What follows belongs to an exercise in optimizing a design on an open flow for small area, a short achievable clock period and few clock cycles per item; a production flow would make more cautious choices. The RTL was checked by simulation tests, not by an equivalence proof against the original design. Power and IR drop assume default switching activity.

==> design.v <==
package klpc_pkg;
	localparam int GRID_SIZE = 32;
	localparam int COORD_W   = 5;
	localparam int COUNT_W   = 59;
	localparam int CNT_W     = COORD_W + 1;
	localparam logic [COORD_W-1:0] CoordMax = COORD_W'(GRID_SIZE - 1);
	typedef struct packed {
		logic               act;
		logic [COORD_W-1:0] col;
	} tok_t;
	typedef struct packed {
		logic [COORD_W-1:0] kx;
		logic [COORD_W-1:0] ky;
	} knight_t;
	typedef enum logic [1:0] {
		ST_IDLE,
		ST_RUN,
		ST_DONE
	} state_t;
endpackage
import klpc_pkg::*;
module klpc_cell (
	input  logic               clk,
	input  logic               arst_n,
	input  logic               clr,
	input  logic [COORD_W-1:0] row_idx,
	input  klpc_pkg::knight_t            knight,
	input  klpc_pkg::tok_t               tok_in,
	input  logic [COUNT_W-1:0] nb_cnt,
	output klpc_pkg::tok_t               tok_out,
	output logic [COUNT_W-1:0] cnt
);
	function automatic logic is_blocked(logic [COORD_W-1:0] x, logic [COORD_W-1:0] y,
	                                    logic [COORD_W-1:0] kx, logic [COORD_W-1:0] ky);
		logic [COORD_W-1:0] dx;
		logic [COORD_W-1:0] dy;
		logic               hit;
		dx = (x > kx) ? (x - kx) : (kx - x);
		dy = (y > ky) ? (y - ky) : (ky - y);
		hit = ((dx == COORD_W'(0)) && (dy == COORD_W'(0))) ||
		       ((dx == COORD_W'(1)) && (dy == COORD_W'(2))) ||
		       ((dx == COORD_W'(2)) && (dy == COORD_W'(1)));
		is_blocked = hit;
	endfunction
	klpc_pkg::tok_t               tok_q;
	logic [COUNT_W-1:0] cnt_q;
	logic [COUNT_W-1:0] cnt_nxt;
	logic               origin;
	assign origin = (tok_in.col == COORD_W'(0)) && (row_idx == COORD_W'(0));
	always_comb begin
		if (origin) begin
			cnt_nxt = COUNT_W'(1);
		end else if (is_blocked(tok_in.col, row_idx, knight.kx, knight.ky)) begin
			cnt_nxt = '0;
		end else begin
			cnt_nxt = cnt_q + nb_cnt;
		end
	end
	always_ff @(posedge clk or negedge arst_n) begin
		if (!arst_n) begin
			tok_q <= '0;
		end else if (clr) begin
			tok_q <= '0;
		end else begin
			tok_q <= tok_in;
		end
	end
	always_ff @(posedge clk) begin
		if (clr) begin
			cnt_q <= '0;
		end else if (tok_in.act) begin
			cnt_q <= cnt_nxt;
		end
	end
	assign tok_out = tok_q;
	assign cnt     = cnt_q;
endmodule
import klpc_pkg::*;
module klpc_ctrl (
	input  logic                              clk,
	input  logic                              arst_n,
	input  logic                              in_valid,
	output logic                              in_stall,
	input  logic [COORD_W-1:0]                target_x,
	input  logic [COORD_W-1:0]                target_y,
	input  logic [COORD_W-1:0]                knight_x,
	input  logic [COORD_W-1:0]                knight_y,
	input  logic [GRID_SIZE-1:0][COUNT_W-1:0] row_cnt,
	output logic                              clr,
	output klpc_pkg::knight_t                           knight,
	output klpc_pkg::tok_t                              tok0,
	output logic                              out_valid,
	input  logic                              out_stall,
	output logic [COUNT_W-1:0]                path_count
);
	function automatic logic [COORD_W-1:0] clamp_coord(logic [COORD_W-1:0] v);
		logic [COORD_W-1:0] r;
		r = (v > CoordMax) ? CoordMax : v;
		clamp_coord = r;
	endfunction
	klpc_pkg::state_t             state_q;
	klpc_pkg::state_t             state_nxt;
	logic [COORD_W-1:0] tx_q;
	logic [COORD_W-1:0] ty_q;
	klpc_pkg::knight_t            knight_q;
	logic [CNT_W-1:0]   col_q;
	logic [CNT_W-1:0]   cyc_q;
	logic [CNT_W-1:0]   last_cyc;
	logic               out_valid_q;
	logic [COUNT_W-1:0] path_count_q;
	logic               accept;
	logic               load;
	assign last_cyc = CNT_W'(tx_q) + CNT_W'(ty_q);
	always_comb begin
		state_nxt = state_q;
		in_stall  = 1'b1;
		accept    = 1'b0;
		load      = 1'b0;
		tok0      = '0;
		case (state_q)
			ST_IDLE: begin
				in_stall = 1'b0;
				if (in_valid) begin
					accept    = 1'b1;
					state_nxt = ST_RUN;
				end
			end
			ST_RUN: begin
				tok0.act = (col_q <= CNT_W'(tx_q));
				tok0.col = col_q[COORD_W-1:0];
				if (cyc_q == last_cyc) begin
					state_nxt = ST_DONE;
				end
			end
			ST_DONE: begin
				if (!out_valid_q || !out_stall) begin
					load      = 1'b1;
					state_nxt = ST_IDLE;
				end
			end
			default: begin
				state_nxt = ST_IDLE;
			end
		endcase
	end
	always_ff @(posedge clk or negedge arst_n) begin
		if (!arst_n) begin
			state_q     <= ST_IDLE;
			col_q       <= '0;
			cyc_q       <= '0;
			out_valid_q <= 1'b0;
		end else begin
			state_q <= state_nxt;
			if (accept) begin
				col_q <= '0;
				cyc_q <= '0;
			end else if (state_q == ST_RUN) begin
				if (tok0.act) begin
					col_q <= col_q + CNT_W'(1);
				end
				cyc_q <= cyc_q + CNT_W'(1);
			end
			if (load) begin
				out_valid_q <= 1'b1;
			end else if (!out_stall) begin
				out_valid_q <= 1'b0;
			end
		end
	end
	always_ff @(posedge clk) begin
		if (accept) begin
			tx_q        <= clamp_coord(target_x);
			ty_q        <= clamp_coord(target_y);
			knight_q.kx <= knight_x;
			knight_q.ky <= knight_y;
		end
		if (load) begin
			path_count_q <= row_cnt[ty_q];
		end
	end
	assign clr        = accept;
	assign knight     = knight_q;
	assign out_valid  = out_valid_q;
	assign path_count = path_count_q;
endmodule
import klpc_pkg::*;
module knight_blocked_lattice_path_count (
	input  logic               clk,
	input  logic               arst_n,
	input  logic               in_valid,
	output logic               in_stall,
	input  logic [COORD_W-1:0] target_x,
	input  logic [COORD_W-1:0] target_y,
	input  logic [COORD_W-1:0] knight_x,
	input  logic [COORD_W-1:0] knight_y,
	output logic               out_valid,
	input  logic               out_stall,
	output logic [COUNT_W-1:0] path_count
);
	logic [GRID_SIZE:0][COORD_W:0]               tok_chain;
	logic [GRID_SIZE-1:0][COUNT_W-1:0] row_cnt;
	logic                              clr;
	klpc_pkg::knight_t                           knight;
	klpc_ctrl u_ctrl (
		.clk        (clk),
		.arst_n     (arst_n),
		.in_valid   (in_valid),
		.in_stall   (in_stall),
		.target_x   (target_x),
		.target_y   (target_y),
		.knight_x   (knight_x),
		.knight_y   (knight_y),
		.row_cnt    (row_cnt),
		.clr        (clr),
		.knight     (knight),
		.tok0       (tok_chain[0]),
		.out_valid  (out_valid),
		.out_stall  (out_stall),
		.path_count (path_count)
	);
	for (genvar i = 0; i < GRID_SIZE; i++) begin : g_cell
		logic [COUNT_W-1:0] nb_cnt;
		if (i == 0) begin : g_first
			assign nb_cnt = '0;
		end else begin : g_rest
			assign nb_cnt = row_cnt[i-1];
		end
		klpc_cell u_cell (
			.clk     (clk),
			.arst_n  (arst_n),
			.clr     (clr),
			.row_idx (COORD_W'(i)),
			.knight  (knight),
			.tok_in  (tok_chain[i]),
			.nb_cnt  (nb_cnt),
			.tok_out (tok_chain[i+1]),
			.cnt     (row_cnt[i])
		);
	end
endmodule
==> run.sh <==
#!/bin/bash
# synth_recipe.tcl (not shown) runs the flow's synth.tcl, then flattens the netlist and writes it again
# the make line also repeats each setting of config.mk as NAME=value (left out here)
make -C /OpenROAD-flow-scripts/flow DESIGN_CONFIG=/design/flow/config.mk WORK_HOME=/design/flow/orfs CLKGATE_MAP_FILE= SYNTH_SCRIPT=/design/flow/synth_recipe.tcl finish
==> config.mk <==
export PLATFORM = sky130hd
export DESIGN_NAME = knight_blocked_lattice_path_count
export DESIGN_NICKNAME = knight_blocked_lattice_path_count
export VERILOG_FILES = /design/flow/design.v
export SDC_FILE = /design/flow/constraint.sdc
export NUM_CORES = 4
export LEC_CHECK = 0
export CAP_MARGIN = 20
export CORE_MARGIN = 2
export CORE_UTILIZATION = 40
export PLACE_DENSITY = 0.6
export SLEW_MARGIN = 20
==> constraint.sdc <==
create_clock -name core_clock -period 6.0 [get_ports {clk}]
set_input_delay 1.2000 -clock core_clock [delete_from_list [all_inputs] [get_ports {clk}]]
set_output_delay 1.2000 -clock core_clock [all_outputs]
set_load 0.01 [all_outputs]
==> flow_summary.json <==
{
  "maxSlewHeadroom_pct": 22.4,
  "portBuffers": 84,
  "cts_buffers": 287,
  "yosys.area.top_type": "dfxtp_1",
  "pwr-share-seq_pct": 27.7,
  "p_int_mw": 42.2,
  "hold_buffers": 0,
  "cp.arrival_ns": 6.07,
  "worst_path_most_repeated_cell": "a21oi_1",
  "worstSkewPairLatency_ns": 1.01,
  "fillCellCount": 46900,
  "clkSinkCount": 2110,
  "critPathLaunchType": "register",
  "area_growth_pct": 10.1,
  "leakage_nw": 93.9,
  "rsz0062_at_grt": "false",
  "fin_skew_ns": 0.0732,
  "synth_nets": 25300,
  "die_w_um": 694,
  "dp_slack_ns": 0.860,
  "post_cts_resized": 0,
  "status": "finished clean",
  "multi_input_area_sq_um": 142000,
  "tns_ns": 0,
  "vias": 174000,
  "layout-drive-gt1-share_pct": 8.78,
  "clkSlewWorstSetupHoldPaths_ns": 0.06,
  "max_freq_mhz": 192,
  "place_hpwl_um": 524000,
  "chipHeight_um": 694,
  "period_minus_slack_ns": 5.22,
  "synth_top_area_share_pct": 19.3,
  "ys_ff_latch": 2110,
  "wirelength_um": 663000,
  "setup_violations": 0,
  "wl_per_cell_um": 22.7,
  "synth.most_common_cell": "a21oi_1",
  "antenna_found_initial": 80,
  "core_area_sq_um": 474000,
  "die_area_sq_um": 481000,
  "ys_seq_area_share_pct": 23.1,
  "r2r-start": "g_cell[4].u_cell.cnt_q[0]$_SDFFE_PP0P_",
  "ys_top_cells_by_count": "2803 x a21oi_1, 2064 x ha_1, 1830 x dfxtp_1, 1732 x nand2_1, 1499 x nor2_1",
  "slowest_stage": "a2111oi_0",
  "globalRouteOverflowTotal": 0,
  "cap_violations": 0,
  "drtIter0Drc": 11500,
  "synth_area_leaders": "dfxtp_1 19%, ha_1 14%, a21oi_1 7.4%",
  "start_util_pct": 40.1,
  "placed_area_sq_um": 200000,
  "synth_cell_types": 113,
  "ios": 85,
  "tritoncts": "built",
  "grt_pass1_wl_um": 1000000,
  "hp-class": "in2async",
  "grt_max_degree": 163,
  "rows": 253,
  "htreeDepth": 5,
  "path_cells": "ha_1 > fa_1 > a21oi_1 > o21ai_1 > a2111oi_0 > o31ai_1 > a21oi_1 > o41ai_1 > o211ai_1 > a21oi_1 > a31oi_1 > o21ai_1 > a21o_1 > a21oi_1 > xor2_1 > o21ai_1",
  "synth_area_sq_um": 190000,
  "clkPwrFrac_pct": 23.7,
  "cp_max_fo": 5,
  "root_buffer": "clkbuf_16",
  "synthFlopType": "dfxtp_1",
  "remaining_drc_errors": 0,
  "timing.hold.ws_ns": 0.130,
  "fin_util_pct": 44.2,
  "drv_slew": 0,
  "period_share_pct": 87.0,
  "p_per_area_nw_per_um2": 362,
  "r2r_slack_ns": 0.78,
  "clockBufferDepth": 4,
  "via_per_inst": 5.96,
  "synth_edf_count": 79,
  "hold_viol": 0,
  "p_sw_share_pct": 44.4,
  "rr_endpoint": "g_cell[5].u_cell.cnt_q[56]$_SDFFE_PP0P_",
  "fin_nets": 24900,
  "post_cts_buffers": 0,
  "irDropWorstVdd_v": 0.000238,
  "synth_cells": 23100,
  "register_area_sq_um": 44100,
  "reg2reg_depth": 16,
  "path_class": "reg2reg",
  "async_flop_share_pct": 9.53,
  "grtUsageTotal_pct": 26.4,
  "ant_nets": 0,
  "tightest_slew_ns": 1.16,
  "place.gp.congestion": 1.00,
  "critPathRequiredTime_ns": 6.85,
  "switchingPower_mw": 33.7,
  "stdcell_area_sq_um": 210000,
  "avgSynthCellArea_sq_um": 8.22,
  "layout_setup_ws_ns": 0.782,
  "end_kind": "register",
  "critPathMaxStageDelay_ns": 0.66,
  "p_comb_share_pct": 48.6,
  "firstDrtPassIters": 8,
  "ys.warnings.count": 2,
  "grt_pass1_vias": 172000
}
==> critical path, delay by kind of cell (launching register included) <==
family                     cells  cell delay (ns)
AOI/OAI and AO/OA             13             3.90
adders and majority gates      2             0.68
DFF                            1             0.35
xor gates and xnor gates       1             0.17
==> registers in the layout (all words and copies together), names as in the netlist, 5 cells and up <==
signal and cells:
u_ctrl.path_count_q 59, u_ctrl.cyc_q 6, u_ctrl.tx_q 5, g_cell.u_cell.cnt_q 1830, g_cell.u_cell.tok_q 186, u_ctrl.ty_q 5, u_ctrl.col_q 6, u_ctrl.knight_q 10
==> cell type report <==
type                            instances  share of cell area [%]
Multi-Input combinational cell      19200                    67.7
Sequential cell                      2110                    21.0
Clock buffer                          421                    4.07
Tap cell                             6247                    3.73
Timing Repair Buffer                  389                    1.70
Inverter                              672                    1.21
Clock inverter                         94                   0.485
Antenna cell                           72                  0.0860
==> worst max path at each step <==
stage / from / endpoint / slack [ns] / cells after the start
2_1_floorplan: u_ctrl.knight_q[6]$_DFFE_PP_ / g_cell[8].u_cell.cnt_q[39]$_SDFFE_PP0P_ / -2.04 / 17
3_3_place_gp: g_cell[4].u_cell.cnt_q[0]$_SDFFE_PP0P_ / g_cell[5].u_cell.cnt_q[56]$_SDFFE_PP0P_ / 0.81 / 16
3_5_place_dp: g_cell[4].u_cell.cnt_q[0]$_SDFFE_PP0P_ / g_cell[5].u_cell.cnt_q[56]$_SDFFE_PP0P_ / 0.86 / 16
4_1_cts: g_cell[4].u_cell.cnt_q[0]$_SDFFE_PP0P_ / g_cell[5].u_cell.cnt_q[56]$_SDFFE_PP0P_ / 0.86 / 16
5_1_grt: g_cell[4].u_cell.cnt_q[0]$_SDFFE_PP0P_ / g_cell[5].u_cell.cnt_q[52]$_SDFFE_PP0P_ / 0.63 / 16
6_report: g_cell[4].u_cell.cnt_q[0]$_SDFFE_PP0P_ / g_cell[5].u_cell.cnt_q[56]$_SDFFE_PP0P_ / 0.78 / 16
==> logic make-up (layout without fill, tap and decap cells) <==
kind of cell	Yosys count	after routing	share of synthesized area, %
other	0	72	0
adder cells (fa/ha/maj)	2159	2159	14.6
flip-flops	2110	2110	23.1
XOR/XNOR	1767	1767	8.13
AND/OR/NAND/NOR	6793	6793	17.4
AO/OA/AOI/OAI	7775	7775	25.8
multiplexers	737	737	7.44
buffers and inverters	1798	1576	3.55
==> per-layer routing <==
| metal | wire length, um | global-route usage, % | vias up |
|---|---|---|---|
| met3 | 29500 | 2.10 | 1248 |
| met1 | 283000 | 32.9 | 83900 |
| met2 | 319000 | 46.6 | 4368 |
| met4 | 31700 | 11.6 | 6 |
| li1 | - | - | 84700 |
| met5 | 32 | 0 | - |
==> cell usage in the layout (no fill, tap or decap), drive strengths merged, types with 135 or more instances in the layout <==
cell type  instances
o21bai           299
xor2             711
nand3           1063
clkbuf           421
nand2           1732
a211oi           155
mux4             533
xnor2           1056
dfrtp            201
ha              2064
dfxtp           1830
and3             205
a21o            1241
a31oi            260
a21oi           2810
nor3             255
inv              674
and2             186
nor2            1499
nor2b            453
o21ai           1451
o31ai            135
buf              306
a22o             274
nand2b           728
o21a             175
a22oi            163
nand4            332
==> metrics by stage <==
stage               total power, mW  std cells
global placement               57.1      28600
CTS                            75.8      29200
floorplan                      47.6      23100
finish                         75.9      29200
global route                   80.7      29200
detailed placement             57.4      28600
==> power groups by stage <==
stage / registers, mW / clock network (mW) / logic [mW]
after floorplan: 19.7 / 0 / 27.9
after CTS: 21.0 / 18.4 / 36.5
after global routing: 21.5 / 18.8 / 40.4
final: 21.1 / 18.0 / 36.9
after detailed placement: 21.3 / 0 / 36.2
after global placement: 21.1 / 0 / 35.9
Testbench counts, summed over its fixed seeds: cycles 54,356, items 1,600.

[port drivers added, routing unchanged]
No port has a modelled driver above. Below, the same layout with a new extraction and two added sets of constraints. Step 1 assumes that a clkbuf_16 drives the clock port and a buf_2 every other input. Step 2 adds t to the input delays and takes it off the output delays; t is the mean of the earliest and latest rising clock arrival at the registers after step 1. Input paths then give back, and output paths get back, about the clock's delay inside the block. Slacks: no drivers / after step 1 / after step 2; pairs: no drivers / after step 1.
shift t [ns]: 1.101
setup slack, ns: 0.782 / 0.782 / 0.782
worst hold slack (ns): 0.130 / 0.045 / 0.473
slew at the worst register clock pin (ns): 0.07 / 0.07
worst slew at a driven data input, ns: 0.05
After both steps setup and hold are still met in this run. The setup slack of this run moves by 0.000 ns with the drivers and by 0.000 ns with both steps.
